Background: an optimization exercise with open tools, aiming at small area, a short achievable clock period and few clock cycles. Do not read the settings as production practice.
The RTL was checked by simulation tests, not by an equivalence proof against the original design.

**flow/config.mk**
```make
export PLATFORM = sky130hd
export DESIGN_NAME = hilo_muldiv
export DESIGN_NICKNAME = hilo_muldiv
export VERILOG_FILES = /design/flow/design.v
export SDC_FILE = /design/flow/constraint.sdc
export NUM_CORES = 4
export LEC_CHECK = 0
export CAP_MARGIN = 20
export CORE_MARGIN = 2
export CORE_UTILIZATION = 40
export PLACE_DENSITY = 0.7
export SLEW_MARGIN = 20
export SETUP_SLACK_MARGIN = 6.5
```
**flow/design.v**
```verilog
module hilo_muldiv (
  input  logic        clk,
  input  logic        rst_n,
  input  logic [3:0]  mul_func,
  input  logic [31:0] in_a,
  input  logic [31:0] in_b,
  output logic [31:0] hi,
  output logic [31:0] lo,
  output logic        busy
);
  localparam logic [2:0] S_IDLE = 3'd0;
  localparam logic [2:0] S_MUL  = 3'd1;
  localparam logic [2:0] S_DABS = 3'd2;    
  localparam logic [2:0] S_DALN = 3'd3;    
  localparam logic [2:0] S_DIV  = 3'd4;    
  localparam logic [2:0] S_DEND = 3'd5;    
  localparam logic [2:0] S_DFIX = 3'd6;    
  localparam logic [2:0] S_MXA  = 3'd7;    
  logic [2:0]  state;
  logic [4:0]  cnt;
  logic [32:0] opa;       
  logic [32:0] opb;       
  logic [3:0]  e_one;     
  logic [3:0]  e_two;     
  logic [3:0]  e_ng;      
  logic        msub;      
  logic        mub;       
  logic        mlast;     
  logic        mshort;    
  logic [1:0]  pend;      
  logic        dsgn;
  logic        neg_q;
  logic        neg_r;
  logic        wen_h;     
  logic        wen_l;     
  logic        rsgn;      
  logic dec_mul, dec_div, dec_sgn, dec_acc, dec_sub;
  always_comb begin
    dec_mul = 1'b0; dec_div = 1'b0; dec_sgn = 1'b0; dec_acc = 1'b0; dec_sub = 1'b0;
    case (mul_func)
      4'd1:  begin dec_mul = 1'b1; dec_sgn = 1'b1; end
      4'd2:  begin dec_mul = 1'b1; end
      4'd3:  begin dec_div = 1'b1; dec_sgn = 1'b1; end
      4'd4:  begin dec_div = 1'b1; end
      4'd7:  begin dec_mul = 1'b1; dec_sgn = 1'b1; dec_acc = 1'b1; end
      4'd8:  begin dec_mul = 1'b1; dec_acc = 1'b1; end
      4'd9:  begin dec_mul = 1'b1; dec_sgn = 1'b1; dec_acc = 1'b1; dec_sub = 1'b1; end
      4'd10: begin dec_mul = 1'b1; dec_acc = 1'b1; dec_sub = 1'b1; end
      default: ;
    endcase
  end
  function automatic logic [2:0] booth(input logic [2:0] b, input logic sub);
    booth = {b[2] ^ sub,
             (b[2] & ~b[1] & ~b[0]) | (~b[2] & b[1] & b[0]),
             b[1] ^ b[0]};
  endfunction
  localparam logic [49:0] KROW = 50'd0 - (50'd1 << 33) - (50'd1 << 35) - (50'd1 << 37)
                                 - (50'd1 << 39) - (50'd1 << 41);
  localparam logic [16:0] KHI0 = 17'(KROW >> 33) + 17'd1;    
  localparam logic [16:0] KHI1 = 17'(KROW >> 33);            
  logic [49:0] r0, r1, r2, r3, r4, r5;
  logic [47:0] win;
  logic [49:0] msum;
  always_comb begin
    logic [33:0] pp [0:3];
    win[47:32] = wen_l ? lo[15:0] : {16{rsgn}};
    win[31:0]  = wen_h ? hi : 32'd0;
    for (int i = 0; i < 4; i++) begin
      pp[i] = ((e_one[i] ? {opa[32], opa} : 34'd0) | (e_two[i] ? {opa, 1'b0} : 34'd0))
              ^ {34{e_ng[i]}};
    end
    r0 = {{2{rsgn}}, win};
    r1 = {(pp[0][33] ? KHI1 : KHI0), pp[0][32:0]};
    r2 = 50'({~pp[1][33], pp[1][32:0], 1'b0, e_ng[0]});
    r2[41:40] = {~pend[1], pend[0]};
    r3 = 50'({~pp[2][33], pp[2][32:0], 1'b0, e_ng[1], 2'd0});
    r4 = 50'({~pp[3][33], pp[3][32:0], 1'b0, e_ng[2], 4'd0});
    r5 = 50'({e_ng[3], 6'd0});
  end
  logic [49:0] s1, c1, s2, c2, s3, c3, s4, c4;
  always_comb begin
    s1 = r0 ^ r1 ^ r2;
    c1 = ((r0 & r1) | (r0 & r2) | (r1 & r2)) << 1;
    s2 = r3 ^ r4 ^ r5;
    c2 = ((r3 & r4) | (r3 & r5) | (r4 & r5)) << 1;
    s3 = s1 ^ c1 ^ s2;
    c3 = ((s1 & c1) | (s1 & s2) | (c1 & s2)) << 1;
    s4 = s3 ^ c3 ^ c2;
    c4 = ((s3 & c3) | (s3 & c2) | (c3 & c2)) << 1;
    msum = s4 + c4;
  end
  function automatic logic [5:0] clz32(input logic [31:0] x);
    logic [15:0] y16;
    logic [7:0]  y8;
    logic [3:0]  y4;
    logic [1:0]  y2;
    logic v16, v8, v4, v2, v1;
    v16 = |x[31:16];  y16 = v16 ? x[31:16] : x[15:0];
    v8  = |y16[15:8]; y8  = v8 ? y16[15:8] : y16[7:0];
    v4  = |y8[7:4];   y4  = v4 ? y8[7:4] : y8[3:0];
    v2  = |y4[3:2];   y2  = v2 ? y4[3:2] : y4[1:0];
    v1  = y2[1];
    clz32 = (x == 32'd0) ? 6'd32 : {1'b0, ~v16, ~v8, ~v4, ~v2, ~v1};
  endfunction
  logic        sa, sb;
  logic        ngl;
  logic [31:0] negl;            
  logic [6:0]  dsh;             
  logic [31:0] dali;            
  logic        bzero;           
  always_comb begin
    sa    = dsgn & lo[31];
    sb    = dsgn & opa[31];
    ngl   = (state == S_DABS) ? sa : neg_q;
    negl  = (lo ^ {32{ngl}}) + {31'd0, ngl};
    dsh   = 7'(clz32(opa[31:0])) - 7'(clz32(hi));
    dali  = opa[31:0] << dsh[4:0];
    bzero = (opa[31:0] == 32'd0);
  end
  logic [2:0] state_n;
  logic       div_last;
  logic       qbit;
  always_comb begin
    div_last = (cnt == 5'd0);
    qbit     = ~msum[49];    
    state_n  = state;
    case (state)
      S_IDLE: begin
        if (dec_mul) state_n = S_MUL;
        if (dec_div) state_n = (dec_sgn & (in_a[31] | in_b[31])) ? S_DABS : S_DALN;
      end
      S_MUL:  if (mlast) state_n = mub ? S_MXA : S_IDLE;
      S_MXA:  state_n = S_IDLE;
      S_DABS: state_n = S_DALN;
      S_DALN: state_n = (dsh[6] || bzero) ? S_IDLE : S_DIV;
      S_DIV:  if (div_last) state_n = (!qbit || neg_r) ? S_DEND : (neg_q ? S_DFIX : S_IDLE);
      S_DEND: state_n = neg_r ? S_DFIX : S_IDLE;
      default: state_n = S_IDLE;
    endcase
  end
  always_ff @(posedge clk or negedge rst_n) begin
    if (!rst_n) begin
      state <= S_IDLE;
      hi    <= 32'd0;
      lo    <= 32'd0;
      busy  <= 1'b0;
      wen_h <= 1'b0;
      wen_l <= 1'b0;
    end else begin
      state <= state_n;
      busy  <= (state_n != S_IDLE);
      wen_h <= (state_n == S_MUL) || (state_n == S_DIV) || (state_n == S_DEND) ||
               (state_n == S_MXA);
      wen_l <= (state_n == S_MUL);
      case (state)
        S_IDLE: begin
          if (mul_func == 4'd5 || dec_div) hi <= in_a;
          if (mul_func == 4'd6 || dec_div) lo <= in_a;
          if (dec_mul) begin
            hi <= dec_acc ? lo : 32'd0;
            lo <= dec_acc ? hi : 32'd0;
          end
        end
        S_MUL: begin
          if (mlast & mshort) begin
            hi <= msum[47:16];
            lo <= {msum[15:0], lo[31:16]};
          end else begin
            hi <= {msum[39:32], msum[31:8]};
            lo <= {msum[7:0], lo[31:16], (mlast ? lo[15:8] : msum[47:40])};
          end
        end
        S_MXA: begin
          hi <= msum[31:0];
        end
        S_DABS: begin
          hi <= negl;
        end
        S_DALN: begin
          if (dsh[6] || bzero) hi <= lo;
          lo <= {32{bzero}};
        end
        S_DIV: begin
          hi <= msum[31:0];
          lo <= {lo[30:0], qbit};
        end
        S_DEND: begin
          hi <= msum[31:0];
          if (!neg_r) lo <= negl;    
        end
        S_DFIX: begin
          if (neg_r) hi <= msum[31:0];
          lo <= negl;
        end
        default: ;
      endcase
    end
  end
  always_ff @(posedge clk) begin
    rsgn <= 1'b0;
    case (state)
      S_IDLE: begin
        pend  <= 2'd0;
        mub   <= ~dec_sgn & in_b[31];
        dsgn  <= dec_sgn;
        mshort <= dec_sgn ? ((&in_b[31:23]) | ~(|in_b[31:23])) : ~(|in_b[31:23]);
        cnt    <= (dec_sgn ? ((&in_b[31:23]) | ~(|in_b[31:23])) : ~(|in_b[31:23])) ? 5'd2 : 5'd3;
        mlast  <= 1'b0;
        if (dec_mul) begin
          opa  <= {dec_sgn & in_a[31], in_a};
          opb  <= {in_b, 1'b0};
          msub <= dec_sub;
          for (int i = 0; i < 4; i++)
            {e_ng[i], e_two[i], e_one[i]} <= booth((i == 0) ? {in_b[1:0], 1'b0} : in_b[2*i+1 -: 3], dec_sub);
        end else begin
          opa   <= {dec_sgn & in_b[31], in_b};
          opb   <= 33'd0;
          msub  <= 1'b1;
          e_one <= 4'b0001;
          e_two <= 4'b0000;
          e_ng  <= {3'b000, ~(dec_sgn & in_a[31]) | in_b[31]};
          neg_q <= 1'b0;
          neg_r <= 1'b0;
        end
      end
      S_MUL: begin
        opb   <= {8'd0, opb[32:8]};
        pend  <= msum[49:48];
        cnt   <= cnt - 5'd1;
        mlast <= (cnt[1:0] == 2'd1);
        for (int i = 0; i < 4; i++)
          {e_ng[i], e_two[i], e_one[i]} <= booth(opb[2*i+10 -: 3], msub);
        if (mlast) begin
          e_one <= 4'b0001;
          e_two <= 4'b0000;
          e_ng  <= {3'b000, msub};
        end
      end
      S_DABS: begin
        opa   <= msum[32:0];
        e_ng  <= 4'b0001;
        neg_q <= sa ^ sb;
        neg_r <= sa;
      end
      S_DALN: begin
        opa <= {1'b0, dali};
        cnt <= dsh[4:0];
      end
      S_DIV: begin
        if (!div_last) opa <= {1'b0, opa[32:1]};
        rsgn     <= msum[49];
        e_ng[0]  <= qbit & ~div_last;
        e_one[0] <= qbit ? ~div_last : 1'b1;
        cnt      <= cnt - 5'd1;
      end
      S_DEND: begin
        opa      <= msum[32:0];
        e_one[0] <= 1'b1;
        e_ng[0]  <= 1'b1;
      end
      default: ;
    endcase
  end
endmodule
```
**flow/standard.sh**
```bash
#!/bin/bash
# synth_recipe.tcl (not shown) runs the flow's synth.tcl, then flattens the netlist and writes it again
# the make line also repeats each setting of config.mk as NAME=value (left out here)
make -C /OpenROAD-flow-scripts/flow DESIGN_CONFIG=/design/flow/config.mk WORK_HOME=/design/flow/orfs CLKGATE_MAP_FILE= SYNTH_SCRIPT=/design/flow/synth_recipe.tcl "${@:-finish}"
```
**flow/constraint.sdc**
```tcl
create_clock -name core_clock -period 12.0 [get_ports {clk}]
set_input_delay 2.4000 -clock core_clock [delete_from_list [all_inputs] [get_ports {clk}]]
set_output_delay 2.4000 -clock core_clock [all_outputs]
set_load 0.01 [all_outputs]
```
**flow/flow/run.sh**
```bash
#!/bin/bash
sed -i '/SETUP_SLACK_MARGIN/d' config.mk
echo "export SETUP_SLACK_MARGIN = 6.5" >> config.mk
bash standard.sh > standard.log 2>&1
```
==> run_results.csv, run 1 <==
group,metric,value,unit
clock_tree,clock_tree.htree_level_count,4,
sta,slew_headroom,0.154,
worst_setup_path,slowest_delay,0.54,ns
sta,finalClockSkew,0.0187,ns
sta,drv_slew,0,
sta,finalSetupViolations,0,
global_route,grt_first_pass_wirelength,160,mm
placement,dpl-instance-area,0.0248,mm2
final_layout,fin_util,0.495,
worst_setup_path,critical_path.most_common_cell,"sky130_fd_sc_hd__buf_4",
global_route,overflow,0,
synth,yosysTopAreaCellShare,0.110,
route,post-route-drc-count,0,
global_route,grt.total_usage,0.362,
route,postRouteAntennaNets,0,
final_layout,area.growth.synth_to_final,22.2,%
worst_setup_path,regToRegSetupSlack,6.41,ns
floorplan,chipHeight,243,um
placement,dp_worst_setup_slack,5.27,ns
route,detailroute.wirelength.met2,45.9,mm
global_route,first_global_vias,23600,
global_route,grt_antenna_before_repair,10,
floorplan,initial_core_util,0.405,
clock_tree,cts-buffers-inserted,17,
synth,synthesis.yosys.warnings,2,
floorplan,die_width,243,um
worst_setup_path,worstPathCellList,"buf_12 > buf_4 > a22oi_2 > xnor2_2 > fa_1 > inv_1 > fa_1 > inv_1 > fa_1 > ha_4 > a21oi_1 > o21ai_1 > nand3_1 > o211ai_1 > buf_4 > o211ai_1 > buf_4 > a31oi_1 > o21ai_1 > xor2_1 > buf_4 > nor2_1 > o21ai_2 > a31oi_1",
clock_tree,cts_max_path_buffers,2,
route,wl,113,mm
worst_setup_path,critPathKind,"flip-flop to flip-flop",
final_layout,final_design_area_no_fill,0.0280,mm2
sta,tightestPinTransition,1.27,ns
route,wire_length_on_met1,41.0,mm
min_path,hp-start,"opb[32]",
route,wl_met3,16.9,mm
synth,syn_avg_cell_area,7.68,um2
clock_tree,worstSkewPairLatency,0.47,ns
synth,post_synth_main_area_contributors,"sky130_fd_sc_hd__edfxtp_1 (11%), sky130_fd_sc_hd__fa_1 (9.3%), sky130_fd_sc_hd__dfrtp_1 (7.7%)",
clock_tree,clock_tree.root_cell,"sky130_fd_sc_hd__clkbuf_16",
route,firstDrtPassIters,7,
final_layout,nNetsFinal,3351,
worst_setup_path,critical_path.top_delay_family,"adder cells",
synth,most_repeated_cell_in_the_gate_level_netlist_after_synthesis,"sky130_fd_sc_hd__nand2_1",
synth,synth_enable_flop_cells,84,
sta,fmax,0.179,GHz
floorplan,rows,87,
worst_setup_path,reg2regPathDepth,24,
outcome,outcome,"timing/DRC/antenna clean",
sta,min_period_over_period,0.466,
placement,post-dp-hpwl,77.7,mm
route,route.vias.total,26000,
min_path,min_delay_path_depth,2,
worst_setup_path,critical_register_to_register_path_endpoint,"hi[30]",
clock_tree,clock-sinks,155,
worst_setup_path,critical_path_arrival,5.93,ns
flow_run,max_cap_violations,0,
route,maxUsedRoutingLayer,"met5",
synth,flip_flop_and_latch_count_after_synthesis,155,
synth,synth.yosys.seq_area_share,0.188,
floorplan,top_level_ports,135,
route,detailed_route_iter0_violations,4570,
floorplan,fp.dieArea,0.0591,mm2
worst_setup_path,timing.critical_path.slowest_stage_cell,"sky130_fd_sc_hd__fa_1",
synth,mappedNetlistNets,3270,
placement,finalWeightedCongestion,1.07,
route,drt-wirelength-per-cell,29.5,um
sta,rsz_0062_raised_after_global_routing,"true",
synth,synthArstFlopShare,0.452,
synth,synth_area,0.0229,mm2
synth,yosys.area.top_type,"sky130_fd_sc_hd__edfxtp_1",
clock_tree,cts_tree,"done",
sta,setup_total_negative_slack,0,ns
synth,netlist_instances,2979,
synth,distinct_cell_type_count_after_synthesis,80,
placement,io_buffers,134,
worst_setup_path,path_max_fanout,8,
worst_setup_path,worstReg2RegStart,"e_one[1]",
worst_setup_path,startpoint_type,"flip-flop",
synth,ys_top_cells_by_count,"sky130_fd_sc_hd__nand2_1 (339), sky130_fd_sc_hd__a21oi_1 (290), sky130_fd_sc_hd__inv_1 (239), sky130_fd_sc_hd__clkbuf_1 (234), sky130_fd_sc_hd__xnor2_1 (195)",
synth,synth_top_flop_cell,"sky130_fd_sc_hd__edfxtp_1",
sta,worst_slack,6.41,ns
worst_setup_path,required,12.34,ns
sta,finalHoldViolCount,0,
final_layout,layout-drive-gt1-share,0.152,
global_route,grt_max_degree,71,
worst_setup_path,path_buf_inv,7,
clock_tree,ctsHoldBuffers,0,
floorplan,placeable_core_region,0.0565,mm2
min_path,hold_path_end,"opb[24]",
sta,hold_ws,0.526,ns
sta,finalWorstPathRequiredPeriod,5.59,ns
min_path,worstHoldPathType,"flip-flop to flip-flop",
clock_tree,cts.clk_slew.worst_paths,0.07,ns
worst_setup_path,endpoint_kind,"flip-flop",
route,post_drt_via_cell_ratio,6.78,
==> layout make-up <==
| class | count | area (um2) |
|---|---|---|
| flip-flops and latches | 155 | 4300 |
| clock inverters | 15 | 198 |
| multi-input cells | 2311 | 17900 |
| repair inverters | 1 | 7.51 |
| diodes | 8 | 20.0 |
| well taps | 756 | 946 |
| inverters | 241 | 912 |
| fillers | 5372 | 28500 |
| repair buffers | 333 | 3230 |
| clock buffers | 17 | 425 |
==> kinds of logic after synthesis <==
logic type	synth area share
AOI/OAI and AO/OA	0.284
muxes	0.0427
and+or+nand+nor	0.156
buffers and inverters	0.0853
adders and majority gates	0.156
xor gates and xnor gates	0.0885
DFF	0.188
==> routing by layer <==
| layer | global-route usage | vias to the layer above |
|---|---|---|
| met4 | 0.220 | 14 |
| met2 | 0.511 | 2229 |
| met1 | 0.459 | 12400 |
| met5 | 0.0196 | - |
| li1 | - | 10800 |
| met3 | 0.144 | 580 |
==> cells in the final DEF (no fill, tap or decap), types with 24 or more instances in the layout <==
cell type / instances
sky130_fd_sc_hd__buf_4: 161
sky130_fd_sc_hd__o31ai_1: 32
sky130_fd_sc_hd__clkbuf_16: 26
sky130_fd_sc_hd__a31oi_1: 31
sky130_fd_sc_hd__edfxtp_1: 84
sky130_fd_sc_hd__a21oi_1: 262
sky130_fd_sc_hd__nor2_1: 165
sky130_fd_sc_hd__nand2b_1: 24
sky130_fd_sc_hd__o21ai_0: 142
sky130_fd_sc_hd__and2_1: 43
sky130_fd_sc_hd__ha_1: 90
sky130_fd_sc_hd__mux2i_1: 71
sky130_fd_sc_hd__xor2_1: 27
sky130_fd_sc_hd__nor2b_1: 28
sky130_fd_sc_hd__inv_1: 233
sky130_fd_sc_hd__fa_1: 104
sky130_fd_sc_hd__xnor2_1: 173
sky130_fd_sc_hd__dfrtp_1: 64
sky130_fd_sc_hd__a22oi_1: 119
sky130_fd_sc_hd__nand2_1: 337
sky130_fd_sc_hd__a221oi_1: 81
sky130_fd_sc_hd__clkdlybuf4s50_1: 133
sky130_fd_sc_hd__a211oi_1: 41
sky130_fd_sc_hd__nor3_1: 31
sky130_fd_sc_hd__nand3_1: 27
==> sequential cells by signal (all words and copies together) (netlist names), 2 cells and up <==
signal	count
cnt	5
e_ng	4
e_one	4
e_two	4
hi	32
lo	32
opa	33
opb	25
pend	2
state	3
==> worst max-delay path by stage <==
| stage | start | end | slack [ns] | cells after the start |
|---|---|---|---|---|
| 2_1_floorplan | opa[26] | opa[11] | 6.51 | 21 |
| 3_3_place_gp | hi[30] | hi[27] | 5.06 | 25 |
| 3_5_place_dp | opa[31] | hi[27] | 5.27 | 23 |
| 4_1_cts | opa[26] | hi[27] | 6.46 | 23 |
| 5_1_grt | e_one[0] | busy | 6.31 | 22 |
| 6_report | e_one[1] | hi[30] | 6.41 | 24 |
==> worst reg2reg max path, stage by stage, from the launching register on <==
cell and delay [ns]:
sky130_fd_sc_hd__edfxtp_1 0.43, sky130_fd_sc_hd__buf_12 0.18, sky130_fd_sc_hd__buf_4 0.17, sky130_fd_sc_hd__a22oi_2 0.22, sky130_fd_sc_hd__xnor2_2 0.10, sky130_fd_sc_hd__fa_1 0.54, sky130_fd_sc_hd__inv_1 0.05, sky130_fd_sc_hd__fa_1 0.48
sky130_fd_sc_hd__inv_1 0.06, sky130_fd_sc_hd__fa_1 0.48, sky130_fd_sc_hd__ha_4 0.31, sky130_fd_sc_hd__a21oi_1 0.07, sky130_fd_sc_hd__o21ai_1 0.32, sky130_fd_sc_hd__nand3_1 0.15, sky130_fd_sc_hd__o211ai_1 0.24, sky130_fd_sc_hd__buf_4 0.24
sky130_fd_sc_hd__o211ai_1 0.11, sky130_fd_sc_hd__buf_4 0.18, sky130_fd_sc_hd__a31oi_1 0.28, sky130_fd_sc_hd__o21ai_1 0.12, sky130_fd_sc_hd__xor2_1 0.16, sky130_fd_sc_hd__buf_4 0.15, sky130_fd_sc_hd__nor2_1 0.05, sky130_fd_sc_hd__o21ai_2 0.27
sky130_fd_sc_hd__a31oi_1 0.13
==> through the flow <==
step | cells
3_5_place_dp | 3673
4_1_cts | 3782
2_1_floorplan | 2979
3_3_place_gp | 3673
6_report | 3837
5_1_grt | 3829
==> what timing repair did <==
item / 4_1_cts / 5_1_grt
gates cloned: 1 / 10
buffers inserted: 76 / 34
pin swaps: 16 / 55
endpoints found under the setup margin: 88 / 80
resized for setup: 96 / 214
Testbench counts, summed over its fixed seeds: cycles 40,195.
==> run 2: changes to the inputs <==
==> flow/flow/run.sh (replaced) <==
#!/bin/bash
sed -i '/SETUP_SLACK_MARGIN/d' config.mk
echo "export SETUP_SLACK_MARGIN = 7.0" >> config.mk
bash standard.sh > standard.log 2>&1
--- a/flow/config.mk
+++ b/flow/config.mk
@@ -10,4 +10,3 @@
 export CORE_UTILIZATION = 40
-export PLACE_DENSITY = 0.7
 export SLEW_MARGIN = 20
-export SETUP_SLACK_MARGIN = 6.5
+export SETUP_SLACK_MARGIN = 7.0
==> run 2 against run 1 <==
Against the previous run:
- still clean on timing, DRC and antenna
- count of clock-buffer cells in the layout stayed put
- critical path depth is 1 lower
- sequential share of layout area is 1.7 points lower
- utilization is 6.3 points higher
- maximum frequency is 0.42% higher
- final cell count is 4.3% higher
- critical path type unchanged
==> run_results.csv, run 2 <==
group,metric,value,unit
sta,setup_total_negative_slack,0,ns
synth,post_synth_main_area_contributors,"sky130_fd_sc_hd__edfxtp_1 (11%), sky130_fd_sc_hd__fa_1 (9.3%), sky130_fd_sc_hd__dfrtp_1 (7.7%)",
floorplan,die_width,243,um
sta,finalHoldViolCount,0,
route,wl,131,mm
synth,synth.yosys.seq_area_share,0.188,
worst_setup_path,path_max_fanout,5,
placement,post-dp-hpwl,86.9,mm
sta,hold_ws,0.534,ns
sta,worst_slack,6.43,ns
global_route,overflow,0,
sta,rsz_0062_raised_after_global_routing,"true",
sta,drv_slew,0,
floorplan,top_level_ports,135,
clock_tree,clock_tree.root_cell,"sky130_fd_sc_hd__clkbuf_16",
final_layout,fin_util,0.558,
min_path,min_delay_path_depth,2,
flow_run,max_cap_violations,0,
placement,io_buffers,134,
clock_tree,worstSkewPairLatency,0.52,ns
worst_setup_path,startpoint_type,"flip-flop",
floorplan,initial_core_util,0.405,
sta,tightestPinTransition,1.22,ns
final_layout,registers.top_by_ff_count,"opa",
global_route,grt_first_pass_wirelength,179,mm
synth,flip_flop_and_latch_count_after_synthesis,155,
clock_tree,cts_max_path_buffers,2,
clock_tree,cts-buffers-inserted,17,
sta,finalWorstPathRequiredPeriod,5.57,ns
route,detailed_route_iter0_violations,3832,
final_layout,nNetsFinal,3521,
synth,netlist_instances,2979,
synth,ys_top_cells_by_count,"sky130_fd_sc_hd__nand2_1 (339), sky130_fd_sc_hd__a21oi_1 (290), sky130_fd_sc_hd__inv_1 (239), sky130_fd_sc_hd__clkbuf_1 (234), sky130_fd_sc_hd__xnor2_1 (195)",
route,firstDrtPassIters,8,
synth,yosys.area.top_type,"sky130_fd_sc_hd__edfxtp_1",
final_layout,layout_common_cells,"sky130_fd_sc_hd__nand2_1 (315), sky130_fd_sc_hd__buf_4 (280), sky130_fd_sc_hd__inv_1 (228), sky130_fd_sc_hd__a21oi_1 (225), sky130_fd_sc_hd__xnor2_1 (158)",
synth,distinct_cell_type_count_after_synthesis,80,
synth,synthArstFlopShare,0.452,
placement,placedCellCount,3667,
synth,synth_top_flop_cell,"sky130_fd_sc_hd__edfxtp_1",
synth,synth_area,0.0229,mm2
sta,slew_headroom,0.183,
floorplan,rows,87,
clock_tree,cts_tree,"done",
worst_setup_path,reg2regPathDepth,23,
final_layout,largest_reg_flops,33,
floorplan,chipHeight,243,um
synth,yosysTopAreaCellShare,0.110,
route,post_drt_via_cell_ratio,6.75,
sta,finalClockSkew,0.0206,ns
sta,fmax,0.180,GHz
min_path,worstHoldPathType,"flip-flop to flip-flop",
global_route,grt_max_degree,71,
route,route.vias.total,27000,
sta,min_period_over_period,0.464,
worst_setup_path,required,12.37,ns
global_route,grt.total_usage,0.412,
route,postRouteAntennaNets,0,
worst_setup_path,critical_path_arrival,5.94,ns
floorplan,fp.dieArea,0.0591,mm2
final_layout,final_std_cells_w_o_fill,4003,
sta,finalSetupViolations,0,
placement,finalWeightedCongestion,1.03,
global_route,grt_antenna_before_repair,12,
outcome,outcome,"timing/DRC/antenna clean",
worst_setup_path,endpoint_kind,"flip-flop",
worst_setup_path,critPathKind,"flip-flop to flip-flop",
synth,mappedNetlistNets,3270,
clock_tree,clock-sinks,155,
placement,dp_worst_setup_slack,4.97,ns
clock_tree,cts.clk_slew.worst_paths,0.08,ns
global_route,first_global_vias,25200,
route,post-route-drc-count,0,
final_layout,layout-drive-gt1-share,0.283,
final_layout,area.growth.synth_to_final,37.9,%
clock_tree,ctsHoldBuffers,0,
clock_tree,clock_tree.htree_level_count,4,
route,drt-wirelength-per-cell,32.7,um
synth,most_repeated_cell_in_the_gate_level_netlist_after_synthesis,"sky130_fd_sc_hd__nand2_1",
synth,synth_enable_flop_cells,84,
synth,synthesis.yosys.warnings,2,
final_layout,reg_top3,"opa: 33 flops, hi: 32 flops, lo: 32 flops",
final_layout,fillerInstances,5066,
final_layout,most_common_cell_after_layout_fill_and_taps_aside,"sky130_fd_sc_hd__nand2_1",
synth,syn_avg_cell_area,7.68,um2
floorplan,placeable_core_region,0.0565,mm2
## run 2: cell type report
type	instances	area, um2	area share
flip-flops and latches	155	4330	0.137
diodes	4	10.0	0.000317
inverters	241	908	0.0288
clock inverters	15	194	0.00615
well taps	756	946	0.0300
multi-input cells	2311	19800	0.628
repair buffers	504	4910	0.156
clock buffers	17	425	0.0135
## run 2: metrics by stage
stage | cell area, um2
6_report | 31500
5_1_grt | 31500
4_1_cts | 28900
3_5_place_dp | 24800
3_3_place_gp | 24800
2_1_floorplan | 23000
## run 2: worst max-delay path, stage by stage, from the launching register on
cell                        delay [ns]
sky130_fd_sc_hd__edfxtp_1         0.45
sky130_fd_sc_hd__buf_6            0.18
sky130_fd_sc_hd__clkbuf_16        0.18
sky130_fd_sc_hd__a22oi_2          0.23
sky130_fd_sc_hd__xnor2_2          0.10
sky130_fd_sc_hd__fa_1             0.54
sky130_fd_sc_hd__inv_1            0.05
sky130_fd_sc_hd__fa_1             0.50
sky130_fd_sc_hd__inv_2            0.04
sky130_fd_sc_hd__fa_1             0.51
sky130_fd_sc_hd__ha_4             0.31
sky130_fd_sc_hd__and3_4           0.22
sky130_fd_sc_hd__nand4_1          0.13
sky130_fd_sc_hd__a21o_1           0.22
sky130_fd_sc_hd__a21oi_2          0.22
sky130_fd_sc_hd__o211a_4          0.27
sky130_fd_sc_hd__buf_6            0.12
sky130_fd_sc_hd__nor2_4           0.04
sky130_fd_sc_hd__o221ai_4         0.34
sky130_fd_sc_hd__buf_6            0.17
sky130_fd_sc_hd__a31oi_1          0.10
sky130_fd_sc_hd__xnor2_1          0.16
sky130_fd_sc_hd__a21oi_2          0.25
sky130_fd_sc_hd__o22ai_1          0.11
## run 2: repair_timing
action	in CTS	in global routing
setup endpoints to repair	112	95
pin swaps	104	154
gates cloned	6	12
gates resized for setup	412	360
setup buffers	176	106
hold endpoints to repair	0	0
## run 2: path summary, 6_finish.rpt
path	start	end	slack (ns)
min	opb[25]	opb[17]	0.53
max in group asynchronous	rst_n	wen_h	9.43
min reg2reg	opb[25]	opb[17]	0.53
min in group asynchronous	rst_n	lo[27]	1.95
max reg2reg	e_one[1]	hi[21]	6.43
max	e_one[1]	hi[21]	6.43
## run 2: cell families (layout without fill, tap and decap cells)
| kind of cell | count (synthesis) | in the layout | share of synthesized area |
|---|---|---|---|
| other | 0 | 4 | 0 |
| multiplexers | 90 | 90 | 0.0427 |
| XOR/XNOR | 231 | 231 | 0.0885 |
| adder cells (fa/ha/maj) | 222 | 222 | 0.156 |
| buffers and inverters | 513 | 777 | 0.0853 |
| AO/OA/AOI/OAI | 987 | 987 | 0.284 |
| flip-flops | 155 | 155 | 0.188 |
| AND/OR/NAND/NOR | 781 | 781 | 0.156 |
## run 2: per-layer routing
layer	vias up	track usage	wire, um
met2	2123	0.606	54500
met1	13100	0.522	47600
met5	-	0	44
met4	6	0.281	11800
li1	11200	-	-
met3	596	0.120	16800
==> run 3: changes to the inputs <==
==> flow/flow/run.sh (replaced) <==
#!/bin/bash
sed -i '/SETUP_SLACK_MARGIN/d' config.mk
echo "export SETUP_SLACK_MARGIN = 6.0" >> config.mk
bash standard.sh > standard.log 2>&1
--- a/flow/config.mk
+++ b/flow/config.mk
@@ -11,2 +11,2 @@
 export SLEW_MARGIN = 20
-export SETUP_SLACK_MARGIN = 7.0
+export SETUP_SLACK_MARGIN = 6.0
==> run 3 against run 2 <==
Against the previous run:
- utilization fell by 7.8 points
- first-iteration DRC count fell by 4.9%
- final cell count fell by 5.0%
- critical path depth did not move
- register-to-register slack got worse by 0.49 ns
- design area fell by 14%
- flip-flop and latch count did not move
- synthesized cell count did not move
- worst hold slack got worse by 0.00094 ns
- critical path type unchanged
- critical endpoint is now opa[17]
- largest cell class unchanged
==> run_results.csv, run 3 <==
group,metric,value,unit
worst_setup_path,slowest_delay,0.95,ns
worst_setup_path,timing.critical_path.slowest_stage_cell,"sky130_fd_sc_hd__fa_4",
floorplan,fp.dieArea,0.0591,mm2
sta,tightestPinTransition,1.28,ns
final_layout,multiInputGateArea,0.0175,mm2
route,route.vias.total,25700,
worst_setup_path,path_max_fanout,7,
synth,most_repeated_cell_in_the_gate_level_netlist_after_synthesis,"sky130_fd_sc_hd__nand2_1",
sta,min_period_over_period,0.505,
worst_setup_path,endpoint_kind,"flip-flop",
synth,synthArstFlopShare,0.452,
synth,netlist_instances,2979,
global_route,overflow,0,
worst_setup_path,critical_path.most_common_cell,"sky130_fd_sc_hd__buf_6",
route,post-route-drc-count,0,
placement,post-dp-hpwl,87.3,mm
clock_tree,clock-sinks,155,
floorplan,placeable_core_region,0.0565,mm2
final_layout,most_common_cell_after_layout_fill_and_taps_aside,"sky130_fd_sc_hd__nand2_1",
floorplan,top_level_ports,135,
floorplan,chipHeight,243,um
sta,fmax,0.165,GHz
sta,slew_headroom,0.146,
synth,post_synth_main_area_contributors,"sky130_fd_sc_hd__edfxtp_1 (11%), sky130_fd_sc_hd__fa_1 (9.3%), sky130_fd_sc_hd__dfrtp_1 (7.7%)",
floorplan,die_width,243,um
placement,io_buffers,134,
final_layout,registers.top_by_ff_count,"opa",
sta,finalHoldViolCount,0,
synth,mappedNetlistNets,3270,
worst_setup_path,worstReg2RegStart,"opa[26]",
placement,finalWeightedCongestion,1.03,
worst_setup_path,required,12.20,ns
synth,ys_top_cells_by_count,"sky130_fd_sc_hd__nand2_1 (339), sky130_fd_sc_hd__a21oi_1 (290), sky130_fd_sc_hd__inv_1 (239), sky130_fd_sc_hd__clkbuf_1 (234), sky130_fd_sc_hd__xnor2_1 (195)",
final_layout,nNetsFinal,3322,
outcome,outcome,"timing/DRC/antenna clean",
clock_tree,cts.clk_slew.worst_paths,0.08,ns
worst_setup_path,worstPathCellList,"or4_4 > nor3_4 > nand4_1 > o21ai_4 > buf_6 > nor2_4 > a2111oi_4 > o211ai_1 > o2111ai_2 > ha_2 > inv_2 > fa_4 > buf_6 > buf_6 > mux2_4 > nor2_4 > a21oi_2 > mux2i_2 > o311ai_2 > o211ai_1 > o21ai_1 > nor2_1 > a21oi_2",
synth,flip_flop_and_latch_count_after_synthesis,155,
global_route,first_global_vias,24400,
sta,setup_total_negative_slack,0,ns
synth,synth_enable_flop_cells,84,
final_layout,largest_reg_flops,33,
worst_setup_path,critical_path_arrival,6.26,ns
global_route,grt_antenna_before_repair,2,
synth,synth_area,0.0229,mm2
sta,drv_slew,0,
final_layout,final_std_cells_w_o_fill,3801,
clock_tree,cts_tree,"done",
route,firstDrtPassIters,8,
synth,syn_avg_cell_area,7.68,um2
route,wl,121,mm
final_layout,layout_common_cells,"sky130_fd_sc_hd__nand2_1 (337), sky130_fd_sc_hd__a21oi_1 (270), sky130_fd_sc_hd__inv_1 (238), sky130_fd_sc_hd__xnor2_1 (184), sky130_fd_sc_hd__nor2_1 (168)",
clock_tree,clock_tree.htree_level_count,4,
route,drt-wirelength-per-cell,31.9,um
route,postRouteAntennaNets,0,
sta,finalClockSkew,0.0153,ns
clock_tree,worstSkewPairLatency,0.47,ns
synth,yosys.area.top_type,"sky130_fd_sc_hd__edfxtp_1",
sta,rsz_0062_raised_after_global_routing,"true",
final_layout,fin_util,0.480,
synth,synth_top_flop_cell,"sky130_fd_sc_hd__edfxtp_1",
min_path,hp-start,"opb[27]",
synth,synth.yosys.seq_area_share,0.188,
global_route,grt_first_pass_wirelength,173,mm
worst_setup_path,worst_setup_path_startpoint,"opa[26]",
worst_setup_path,reg2regPathDepth,23,
synth,yosysTopAreaCellShare,0.110,
synth,synthesis.yosys.warnings,2,
final_layout,reg_top3,"opa: 33 flops, hi: 32 flops, lo: 32 flops",
route,detailed_route_iter0_violations,3643,
placement,placedCellCount,3669,
route,post_drt_via_cell_ratio,6.77,
clock_tree,clock_tree.root_cell,"sky130_fd_sc_hd__clkbuf_16",
final_layout,fillerInstances,5602,
clock_tree,cts-buffers-inserted,17,
sta,finalWorstPathRequiredPeriod,6.06,ns
floorplan,rows,87,
synth,distinct_cell_type_count_after_synthesis,80,
sta,finalSetupViolations,0,
worst_setup_path,critPathKind,"flip-flop to flip-flop",
floorplan,initial_core_util,0.405,
final_layout,area.growth.synth_to_final,18.5,%
final_layout,area.sequential,0.00431,mm2
global_route,grt.total_usage,0.398,
clock_tree,cts_max_path_buffers,2,
min_path,min_delay_path_depth,2,
flow_run,max_cap_violations,0,
global_route,grt_max_degree,71,
worst_setup_path,startpoint_type,"flip-flop",
min_path,worstHoldPathType,"flip-flop to flip-flop",
final_layout,layout-drive-gt1-share,0.125,
[run 3: cell count changes in the layout (fill, tap and decap cells not counted), sizes merged]
cell and change:
buf -190, clkinv -4, diode -3, inv +4
clkdlybuf4s50 +1, clkbuf -6, dlygate4sd2 -1, bufbuf -3
[run 3: worst paths after layout]
check	end	slack (ns)
max	opa[17]	5.94
min	opb[19]	0.53
max reg2reg	opa[17]	5.94
min reg2reg	opb[19]	0.53
max in group asynchronous	hi[21]	9.42
min in group asynchronous	lo[26]	1.97
[run 3: cell families (layout without fill, tap and decap cells)]
| logic type | Yosys count | after routing | synth area share |
|---|---|---|---|
| flip-flops | 155 | 155 | 0.188 |
| multiplexers | 90 | 90 | 0.0427 |
| adder cells (fa/ha/maj) | 222 | 222 | 0.156 |
| AND/OR/NAND/NOR | 781 | 781 | 0.156 |
| AO/OA/AOI/OAI | 987 | 987 | 0.284 |
| buffers and inverters | 513 | 578 | 0.0853 |
| XOR/XNOR | 231 | 231 | 0.0885 |
| other | 0 | 1 | 0 |
[run 3: final cells by class]
class / count / area share
well taps: 756 / 0.0349
inverters: 241 / 0.0334
flip-flops and latches: 155 / 0.159
clock buffers: 17 / 0.0157
clock inverters: 15 / 0.00628
repair buffers: 305 / 0.104
diodes: 1 / 0.0000923
multi-input cells: 2311 / 0.646
[run 3: per-layer routing]
metal | routed length (um) | vias to the layer above | part of all wire | global-route usage
met2 | 50500 | 1876 | 0.42 | 0.585
met4 | 9650 | 0 | 0.080 | 0.254
met3 | 14400 | 427 | 0.12 | 0.0878
met1 | 46700 | 12600 | 0.39 | 0.526
li1 | - | 10800 | - | -
met5 | 0 | - | 0 | 0
[run 3: metrics by stage]
stage / instance area (um2) / setup WS (ns) / hold slack (ns)
floorplan: 22900 / 6.39 / 0.496
global placement: 24800 / 4.36 / 0.507
detailed placement: 24800 / 4.37 / 0.514
CTS: 26000 / 5.97 / 0.533
global route: 27100 / 5.78 / 0.564
finish: 27100 / 5.94 / 0.533
[run 3: worst max-delay path, delay by kind of cell, from the launching register on]
family                   cells  cell delay (ns)
adder cells (fa/ha/maj)      2             1.19
AND/OR/NAND/NOR              6             1.36
flip-flops                   1             0.49
multiplexers                 2             0.60
buffers and inverters        4             0.49
AO/OA/AOI/OAI                9             1.66
[run 3: timing repair]
item	4_1_cts	5_1_grt
resized for setup	51	157
cloned	0	1
hold buffers	0	0
pin swaps	5	36
buffers inserted	51	47
setup endpoints to repair	81	66
==> run 4: changes to the inputs <==
--- a/flow/design.v
+++ b/flow/design.v
@@ -203,17 +203,16 @@
         pend  <= 2'd0;
-        mub   <= ~dec_sgn & in_b[31];
         dsgn  <= dec_sgn;
-        mshort <= dec_sgn ? ((&in_b[31:23]) | ~(|in_b[31:23])) : ~(|in_b[31:23]);
-        cnt    <= (dec_sgn ? ((&in_b[31:23]) | ~(|in_b[31:23])) : ~(|in_b[31:23])) ? 5'd2 : 5'd3;
+        opa   <= {dec_sgn & in_b[31], in_b};
+        opb   <= {in_a, 1'b0};
+        msub  <= dec_sub;
+        mub   <= ~dec_sgn & in_a[31];
+        mshort <= dec_sgn ? ((&in_a[31:23]) | ~(|in_a[31:23])) : ~(|in_a[31:23]);
+        cnt    <= (dec_sgn ? ((&in_a[31:23]) | ~(|in_a[31:23])) : ~(|in_a[31:23])) ? 5'd2 : 5'd3;
         mlast  <= 1'b0;
+        neg_q  <= 1'b0;
+        neg_r  <= 1'b0;
         if (dec_mul) begin
-          opa  <= {dec_sgn & in_a[31], in_a};
-          opb  <= {in_b, 1'b0};
-          msub <= dec_sub;
           for (int i = 0; i < 4; i++)
-            {e_ng[i], e_two[i], e_one[i]} <= booth((i == 0) ? {in_b[1:0], 1'b0} : in_b[2*i+1 -: 3], dec_sub);
+            {e_ng[i], e_two[i], e_one[i]} <= booth((i == 0) ? {in_a[1:0], 1'b0} : in_a[2*i+1 -: 3], dec_sub);
         end else begin
-          opa   <= {dec_sgn & in_b[31], in_b};
-          opb   <= 33'd0;
-          msub  <= 1'b1;
           e_one <= 4'b0001;
@@ -221,4 +220,2 @@
           e_ng  <= {3'b000, ~(dec_sgn & in_a[31]) | in_b[31]};
-          neg_q <= 1'b0;
-          neg_r <= 1'b0;
         end
==> flow/flow/run.sh (replaced) <==
#!/bin/bash
sed -i '/SETUP_SLACK_MARGIN/d' config.mk
echo "export SETUP_SLACK_MARGIN = 6.5" >> config.mk
bash standard.sh > standard.log 2>&1
--- a/flow/config.mk
+++ b/flow/config.mk
@@ -11,2 +11,2 @@
 export SLEW_MARGIN = 20
-export SETUP_SLACK_MARGIN = 6.0
+export SETUP_SLACK_MARGIN = 6.5
==> run 4 against run 3 <==
Against the previous run:
- still clean on timing, DRC and antenna
- design area is 2.8% higher
- global-route usage is 2.6 points higher
- worst hold slack worse by 0.020 ns
- count of clock-buffer cells in the layout stayed put
- flip-flop and latch count stayed put
- worst setup slack better by 0.35 ns
- final cell count is 1.3% higher
- clock skew is 0.0030 ns higher
- via count is 0.98% higher
- highest routed layer unchanged
==> run_results.csv, run 4 <==
group,metric,value,unit
final_layout,fillerInstances,5591,
sta,setup_total_negative_slack,0,ns
global_route,overflow,0,
floorplan,initial_core_util,0.405,
sta,finalSetupViolations,0,
route,detailroute.wirelength.met2,57.4,mm
synth,netlist_instances,2973,
floorplan,rows,87,
clock_tree,clock_tree.root_cell,"sky130_fd_sc_hd__clkbuf_16",
floorplan,fp.dieArea,0.0590,mm2
sta,finalClockSkew,0.0183,ns
route,drt-wirelength-per-cell,33.6,um
final_layout,reg_top3,"opa: 33 flops, hi: 32 flops, lo: 32 flops",
synth,distinct_cell_type_count_after_synthesis,92,
clock_tree,clock_tree.htree_level_count,4,
synth,synth_enable_flop_cells,84,
worst_setup_path,startpoint_type,"flip-flop",
route,detailed_route_iter0_violations,3860,
clock_tree,cts-buffers-inserted,17,
worst_setup_path,critical_path_arrival,6.09,ns
synth,synthesis.yosys.warnings,2,
clock_tree,ctsHoldBuffers,0,
clock_tree,cts_max_path_buffers,2,
sta,fmax,0.175,GHz
synth,flip_flop_and_latch_count_after_synthesis,155,
worst_setup_path,path_max_fanout,8,
floorplan,top_level_ports,135,
final_layout,most_common_cell_after_layout_fill_and_taps_aside,"sky130_fd_sc_hd__nand2_1",
outcome,outcome,"timing/DRC/antenna clean",
global_route,grt_antenna_before_repair,3,
route,maxUsedRoutingLayer,"met4",
sta,drv_slew,0,
final_layout,final_std_cells_w_o_fill,3852,
floorplan,die_width,243,um
route,wl,129,mm
global_route,grt.total_usage,0.423,
final_layout,largest_reg_flops,33,
final_layout,area.growth.synth_to_final,22.2,%
sta,min_period_over_period,0.475,
clock_tree,clock-sinks,155,
synth,most_repeated_cell_in_the_gate_level_netlist_after_synthesis,"sky130_fd_sc_hd__nand2_1",
worst_setup_path,required,12.38,ns
route,firstDrtPassIters,7,
synth,synthArstFlopShare,0.452,
sta,finalWorstPathRequiredPeriod,5.71,ns
route,postRouteAntennaNets,0,
synth,post_synth_main_area_contributors,"sky130_fd_sc_hd__edfxtp_1 (11%), sky130_fd_sc_hd__fa_1 (9.3%), sky130_fd_sc_hd__dfrtp_1 (7.7%)",
global_route,grt_first_pass_wirelength,180,mm
placement,io_buffers,134,
synth,synth_area,0.0228,mm2
synth,yosysTopAreaCellShare,0.111,
synth,mappedNetlistNets,3265,
floorplan,chipHeight,243,um
final_layout,registers.top_by_ff_count,"opa",
sta,finalHoldViolCount,0,
route,wire_length_on_met1,47.3,mm
global_route,first_global_vias,24600,
sta,rsz_0062_raised_after_global_routing,"true",
floorplan,placeable_core_region,0.0564,mm2
global_route,grt_max_degree,66,
route,post-route-drc-count,0,
final_layout,layout_common_cells,"sky130_fd_sc_hd__nand2_1 (328), sky130_fd_sc_hd__inv_1 (238), sky130_fd_sc_hd__a21oi_1 (225), sky130_fd_sc_hd__buf_4 (204), sky130_fd_sc_hd__nor2_1 (199)",
synth,ys_top_cells_by_count,"sky130_fd_sc_hd__nand2_1 (332), sky130_fd_sc_hd__a21oi_1 (245), sky130_fd_sc_hd__inv_1 (240), sky130_fd_sc_hd__clkbuf_1 (234), sky130_fd_sc_hd__nor2_1 (208)",
synth,yosys.area.top_type,"sky130_fd_sc_hd__edfxtp_1",
clock_tree,cts.clk_slew.worst_paths,0.08,ns
synth,synth.yosys.seq_area_share,0.188,
sta,tightestPinTransition,1.27,ns
synth,synth_top_flop_cell,"sky130_fd_sc_hd__edfxtp_1",
final_layout,nNetsFinal,3371,
placement,post-dp-hpwl,91.4,mm
final_layout,fin_util,0.494,
worst_setup_path,endpoint_kind,"flip-flop",
clock_tree,cts_tree,"done",
flow_run,max_cap_violations,0,
min_path,worstHoldPathType,"flip-flop to flip-flop",
placement,finalWeightedCongestion,1.05,
final_layout,layout-drive-gt1-share,0.154,
worst_setup_path,critPathKind,"flip-flop to flip-flop",
route,route.vias.total,26000,
placement,placedCellCount,3667,
sta,slew_headroom,0.148,
synth,syn_avg_cell_area,7.67,um2
route,wl_met3,13.5,mm
clock_tree,worstSkewPairLatency,0.52,ns
route,post_drt_via_cell_ratio,6.74,
==> run 4: path summary, 6_finish.rpt <==
| kind | cells after the start | start | endpoint | slack [ns] |
|---|---|---|---|---|
| max | 20 | e_one[1] | wen_h | 6.29 |
| min | 2 | opb[27] | opb[19] | 0.51 |
| max reg2reg | 20 | e_one[1] | wen_h | 6.29 |
| min reg2reg | 2 | opb[27] | opb[19] | 0.51 |
| max in group asynchronous | 2 | rst_n | hi[25] | 9.02 |
| min in group asynchronous | 1 | rst_n | lo[18] | 1.84 |
==> run 4: timing repair <==
item                       CTS  global route
setup endpoints to repair   83            80
gates resized for setup    132           111
pin swaps                   12            26
buffers inserted           101            42
cloned                       1             3
==> run 4: metrics by stage <==
stage	instance area [um2]	setup slack, ns	hold slack (ns)
after floorplan	22800	6.55	0.484
after detailed placement	24800	5.15	0.493
after global routing	27900	6.14	0.545
after global placement	24800	5.13	0.487
after CTS	26800	6.38	0.513
final	27900	6.29	0.513
==> run 4: cells by family (layout without fill, tap and decap cells) <==
kind of cell / count (synthesis) / count (layout) / share of synthesized area
AOI/OAI and AO/OA: 964 / 964 / 0.282
and+or+nand+nor: 801 / 801 / 0.161
buffers and inverters: 522 / 641 / 0.0872
xor gates and xnor gates: 231 / 231 / 0.0887
adders and majority gates: 223 / 223 / 0.157
DFF: 155 / 155 / 0.188
muxes: 77 / 77 / 0.0354
other: 0 / 4 / 0
==> run 4: critical path, cell delays in order, from the launching register on <==
cell	delay, ns
sky130_fd_sc_hd__edfxtp_1	0.39
sky130_fd_sc_hd__buf_4	0.19
sky130_fd_sc_hd__clkbuf_16	0.17
sky130_fd_sc_hd__a22oi_2	0.19
sky130_fd_sc_hd__xnor2_1	0.11
sky130_fd_sc_hd__fa_1	0.56
sky130_fd_sc_hd__inv_1	0.06
sky130_fd_sc_hd__fa_1	0.46
sky130_fd_sc_hd__fa_2	0.58
sky130_fd_sc_hd__inv_1	0.08
sky130_fd_sc_hd__ha_4	0.29
sky130_fd_sc_hd__and3_2	0.24
sky130_fd_sc_hd__a311oi_4	0.39
sky130_fd_sc_hd__nand4_1	0.26
sky130_fd_sc_hd__a21oi_2	0.28
sky130_fd_sc_hd__o21ai_2	0.08
sky130_fd_sc_hd__xor2_1	0.14
sky130_fd_sc_hd__buf_4	0.19
sky130_fd_sc_hd__a41oi_2	0.13
sky130_fd_sc_hd__or3_4	0.40
sky130_fd_sc_hd__maj3_1	0.38
==> run 4: final cells by class <==
| cell class | instances | area (um2) | area share |
|---|---|---|---|
| clock buffers | 17 | 425 | 0.0153 |
| multi-input cells | 2296 | 17700 | 0.635 |
| diodes | 4 | 10.0 | 0.000359 |
| repair buffers | 367 | 3400 | 0.122 |
| well taps | 756 | 946 | 0.0339 |
| flip-flops and latches | 155 | 4300 | 0.154 |
| inverters | 242 | 925 | 0.0332 |
| clock inverters | 15 | 151 | 0.00543 |
==> run 4: routing by layer <==
layer	track usage	vias up
li1	-	10900
met1	0.508	12800
met2	0.658	1782
met3	0.109	488
met4	0.305	0
met5	0	-
Testbench counts of run 4, summed over its fixed seeds: cycles 40,210.
==> run 5: changes to the inputs <==
==> flow/flow/run.sh (replaced) <==
#!/bin/bash
# The standard layout (standard.sh, unchanged synthesis and steps), with two
# changes to how the layout is made; the clock constraint itself is unchanged:
#  - every port still gets its own buffer, but a plain sky130_fd_sc_hd__buf_2
#    instead of the delay buffer the placer would pick (smaller and faster).
sed -i '/SETUP_SLACK_MARGIN/d;/BUFFER_PORTS_ARGS/d' config.mk
echo "export SETUP_SLACK_MARGIN = 6.5" >> config.mk
echo "export BUFFER_PORTS_ARGS = -buffer_cell sky130_fd_sc_hd__buf_2" >> config.mk
bash standard.sh > standard.log 2>&1
--- a/flow/config.mk
+++ b/flow/config.mk
@@ -12 +12,2 @@
 export SETUP_SLACK_MARGIN = 6.5
+export BUFFER_PORTS_ARGS = -buffer_cell sky130_fd_sc_hd__buf_2
==> run 5 against run 4 <==
Against the previous run:
- still clean on timing, DRC and antenna
- clock skew up 0.0062 ns
- global-route usage down 2.1 points
- die area unchanged
- flip-flop and latch count unchanged
- worst hold slack better by 0.0016 ns
- sequential share of layout area up 0.14 points
- wire length down 4.0%
- non-clock buffer count up 18
- utilization down 0.46 points
- critical path type unchanged
- highest routed layer is now met5
==> run_results.csv, run 5 <==
group,metric,value,unit
synth,synthArstFlopShare,0.452,
final_layout,nNetsFinal,3389,
synth,synth_top_flop_cell,"sky130_fd_sc_hd__edfxtp_1",
clock_tree,cts_max_path_buffers,2,
final_layout,layout-drive-gt1-share,0.212,
sta,fmax,0.175,GHz
synth,yosysTopAreaCellShare,0.111,
worst_setup_path,path_buf_inv,5,
route,post-route-drc-count,0,
floorplan,rows,87,
final_layout,fillerInstances,5648,
sta,finalSetupViolations,0,
worst_setup_path,required,12.38,ns
global_route,first_global_vias,24100,
clock_tree,clock_tree.htree_level_count,4,
worst_setup_path,endpoint_kind,"flip-flop",
sta,rsz_0062_raised_after_global_routing,"true",
final_layout,largest_reg_flops,33,
synth,mappedNetlistNets,3265,
synth,most_repeated_cell_in_the_gate_level_netlist_after_synthesis,"sky130_fd_sc_hd__nand2_1",
placement,post-dp-hpwl,87.5,mm
sta,finalClockSkew,0.0245,ns
route,detailed_route_iter0_violations,3564,
route,wire_length_on_met1,45.8,mm
clock_tree,clock-sinks,155,
route,route.vias.total,26100,
worst_setup_path,critPathKind,"flip-flop to flip-flop",
synth,yosys.area.top_type,"sky130_fd_sc_hd__edfxtp_1",
route,firstDrtPassIters,6,
final_layout,reg_top3,"opa: 33 flops, hi: 32 flops, lo: 32 flops",
placement,dpl-instance-area,0.0241,mm2
outcome,outcome,"timing/DRC/antenna clean",
sta,slew_headroom,0.178,
worst_setup_path,critical_path_arrival,6.10,ns
sta,finalHoldViolCount,0,
worst_setup_path,worstPathCellList,"buf_6 > clkbuf_16 > a22oi_1 > xnor2_1 > fa_1 > inv_1 > fa_1 > fa_1 > inv_1 > ha_1 > a21oi_2 > and2_1 > nand4_1 > a21oi_2 > o21ai_1 > xor2_1 > buf_4 > a41oi_2 > or3_4 > maj3_1",
sta,hold_ws,0.514,ns
flow_run,max_cap_violations,0,
sta,setup_total_negative_slack,0,ns
clock_tree,cts_tree,"done",
synth,synth_area,0.0228,mm2
worst_setup_path,regToRegSetupSlack,6.28,ns
route,wl,124,mm
global_route,overflow,0,
route,post_drt_via_cell_ratio,6.74,
final_layout,layout_common_cells,"sky130_fd_sc_hd__nand2_1 (329), sky130_fd_sc_hd__inv_1 (237), sky130_fd_sc_hd__buf_4 (221), sky130_fd_sc_hd__a21oi_1 (220), sky130_fd_sc_hd__nor2_1 (201)",
worst_setup_path,critical_path.most_common_cell,"sky130_fd_sc_hd__fa_1",
clock_tree,cts-buffers-inserted,17,
clock_tree,worstSkewPairLatency,0.51,ns
final_layout,final_design_area_no_fill,0.0276,mm2
synth,ys_top_cells_by_count,"sky130_fd_sc_hd__nand2_1 (332), sky130_fd_sc_hd__a21oi_1 (245), sky130_fd_sc_hd__inv_1 (240), sky130_fd_sc_hd__clkbuf_1 (234), sky130_fd_sc_hd__nor2_1 (208)",
placement,finalWeightedCongestion,1.07,
sta,tightestPinTransition,1.23,ns
synth,netlist_instances,2973,
placement,io_buffers,134,
route,wl_met3,13.4,mm
min_path,worstHoldPathType,"flip-flop to flip-flop",
synth,post_synth_main_area_contributors,"sky130_fd_sc_hd__edfxtp_1 (11%), sky130_fd_sc_hd__fa_1 (9.3%), sky130_fd_sc_hd__dfrtp_1 (7.7%)",
sta,finalWorstPathRequiredPeriod,5.72,ns
floorplan,chipHeight,243,um
synth,syn_avg_cell_area,7.67,um2
worst_setup_path,startpoint_type,"flip-flop",
floorplan,die_width,243,um
floorplan,placeable_core_region,0.0564,mm2
route,maxUsedRoutingLayer,"met5",
sta,min_period_over_period,0.477,
worst_setup_path,critical_path.top_delay_family,"adder cells",
global_route,grt_first_pass_wirelength,173,mm
clock_tree,cts.clk_slew.worst_paths,0.08,ns
synth,synth.yosys.seq_area_share,0.188,
global_route,grt_antenna_before_repair,11,
floorplan,top_level_ports,135,
synth,synth_enable_flop_cells,84,
synth,synthesis.yosys.warnings,2,
final_layout,most_common_cell_after_layout_fill_and_taps_aside,"sky130_fd_sc_hd__nand2_1",
final_layout,registers.top_by_ff_count,"opa",
global_route,grt_max_degree,71,
worst_setup_path,timing.critical_path.slowest_stage_cell,"sky130_fd_sc_hd__fa_1",
synth,distinct_cell_type_count_after_synthesis,92,
floorplan,fp.dieArea,0.0590,mm2
worst_setup_path,slowest_delay,0.55,ns
final_layout,area.growth.synth_to_final,21.0,%
global_route,grt.total_usage,0.403,
sta,drv_slew,0,
route,drt-wirelength-per-cell,32.1,um
synth,flip_flop_and_latch_count_after_synthesis,155,
route,postRouteAntennaNets,0,
route,detailroute.wirelength.met2,53.8,mm
floorplan,initial_core_util,0.405,
worst_setup_path,path_max_fanout,17,
clock_tree,clock_tree.root_cell,"sky130_fd_sc_hd__clkbuf_16",
run 5: changes by cell type in the layout (fill, tap and decap cells not counted), sizes merged:
cell           change
clkinv             +3
clkbuf             +1
bufinv             +2
clkdlybuf4s50    -133
inv                -5
diode              +3
bufbuf             -1
buf              +151
run 5: routing by layer:
| metal | track usage | up-vias |
|---|---|---|
| li1 | - | 10900 |
| met1 | 0.494 | 12700 |
| met2 | 0.610 | 1995 |
| met3 | 0.0982 | 499 |
| met4 | 0.305 | 2 |
| met5 | 0 | - |
run 5: path summary, 6_finish.rpt:
| kind | depth (start not counted) | endpoint | start |
|---|---|---|---|
| max | 20 | wen_h | e_one[0] |
| min | 2 | opb[24] | opb[32] |
| max reg2reg | 20 | wen_h | e_one[0] |
| min reg2reg | 2 | opb[24] | opb[32] |
| max in group asynchronous | 1 | hi[27] | rst_n |
| min in group asynchronous | 1 | lo[9] | rst_n |
run 5: worst reg2reg max path: stages, from the launching register on:
cell and delay [ns]:
sky130_fd_sc_hd__edfxtp_1 0.44, sky130_fd_sc_hd__buf_6 0.17, sky130_fd_sc_hd__clkbuf_16 0.20, sky130_fd_sc_hd__a22oi_1 0.24
sky130_fd_sc_hd__xnor2_1 0.15, sky130_fd_sc_hd__fa_1 0.55, sky130_fd_sc_hd__inv_1 0.05, sky130_fd_sc_hd__fa_1 0.45
sky130_fd_sc_hd__fa_1 0.53, sky130_fd_sc_hd__inv_1 0.05, sky130_fd_sc_hd__ha_1 0.43, sky130_fd_sc_hd__a21oi_2 0.37
sky130_fd_sc_hd__and2_1 0.18, sky130_fd_sc_hd__nand4_1 0.17, sky130_fd_sc_hd__a21oi_2 0.26, sky130_fd_sc_hd__o21ai_1 0.09
sky130_fd_sc_hd__xor2_1 0.14, sky130_fd_sc_hd__buf_4 0.19, sky130_fd_sc_hd__a41oi_2 0.12, sky130_fd_sc_hd__or3_4 0.41
sky130_fd_sc_hd__maj3_1 0.38
run 5: repair_timing:
item / CTS / global route
gates resized for setup: 105 / 194
setup buffers: 101 / 62
cloned: 1 / 3
setup endpoints to repair: 80 / 78
hold buffers: 0 / 0
pin swaps: 12 / 63
run 5: cell type report:
class / count / area [um2] / share of cell area
Clock inverter: 15 / 164 / 0.00594
Clock buffer: 17 / 425 / 0.0154
Antenna cell: 7 / 17.5 / 0.000634
Sequential cell: 155 / 4300 / 0.156
Timing Repair Buffer: 385 / 2820 / 0.102
Tap cell: 756 / 946 / 0.0343
Multi-Input combinational cell: 2296 / 18000 / 0.652
Inverter: 242 / 925 / 0.0335
run 5: logic make-up (layout without fill, tap and decap cells):
logic type      after synthesis  count (layout)  share of synthesized area
fa+ha+maj                   223             223                      0.157
compound gates              964             964                      0.282
flops                       155             155                      0.188
buf+inv                     522             659                     0.0872
simple gates                801             801                      0.161
xor+xnor                    231             231                     0.0887
other cells                   0               7                          0
mux                          77              77                     0.0354
run 5: through the flow:
step	setup WS (ns)	utilization	cells
finish	6.28	0.490	3873
global route	6.17	0.489	3867
CTS	6.37	0.462	3798
detailed placement	5.34	0.427	3664
global placement	5.33	0.427	3664
floorplan	6.55	-	2973

port drivers added, routing unchanged:
The results above use ideal ports. As a check the final layouts listed here were re-extracted and re-timed, cells and wires unchanged.
Step 1: set_driving_cell puts a clkbuf_16 on clk and a buf_2 on each other input, an assumption about the parent block.
Step 2 adds t to the input delays and takes it off the output delays; t is the mean of the earliest and latest rising clock arrival at the registers after step 1. Input paths then give back, and output paths get back, about the clock's delay inside the block.
Three values: ideal, step 1, step 2; two values: the first two.
run | t, ns | slack for setup (ns) | latest minus earliest clock arrival (ns) | worst register clock-pin slew, ns | worst data-port slew with drivers (ns)
run 1 | 0.514 | 6.408 / 6.408 / 6.152 | 0.019 / 0.019 | 0.08 / 0.08 | 0.05
run 2 | 0.567 | 6.432 / 6.432 / 6.285 | 0.021 / 0.021 | 0.09 / 0.09 | 0.06
run 3 | 0.516 | 5.941 / 5.941 / 5.685 | 0.015 / 0.015 | 0.08 / 0.08 | 0.05
run 4 | 0.573 | 6.295 / 6.295 / 6.029 | 0.020 / 0.019 | 0.09 / 0.09 | 0.06
run 5 | 0.565 | 6.281 / 6.281 / 6.167 | 0.025 / 0.024 | 0.09 / 0.09 | 0.05
After both steps setup and hold are still met in every run listed. The setup slack of run 4, which loses most, moves by 0.000 ns with the drivers and by -0.266 ns with both steps.
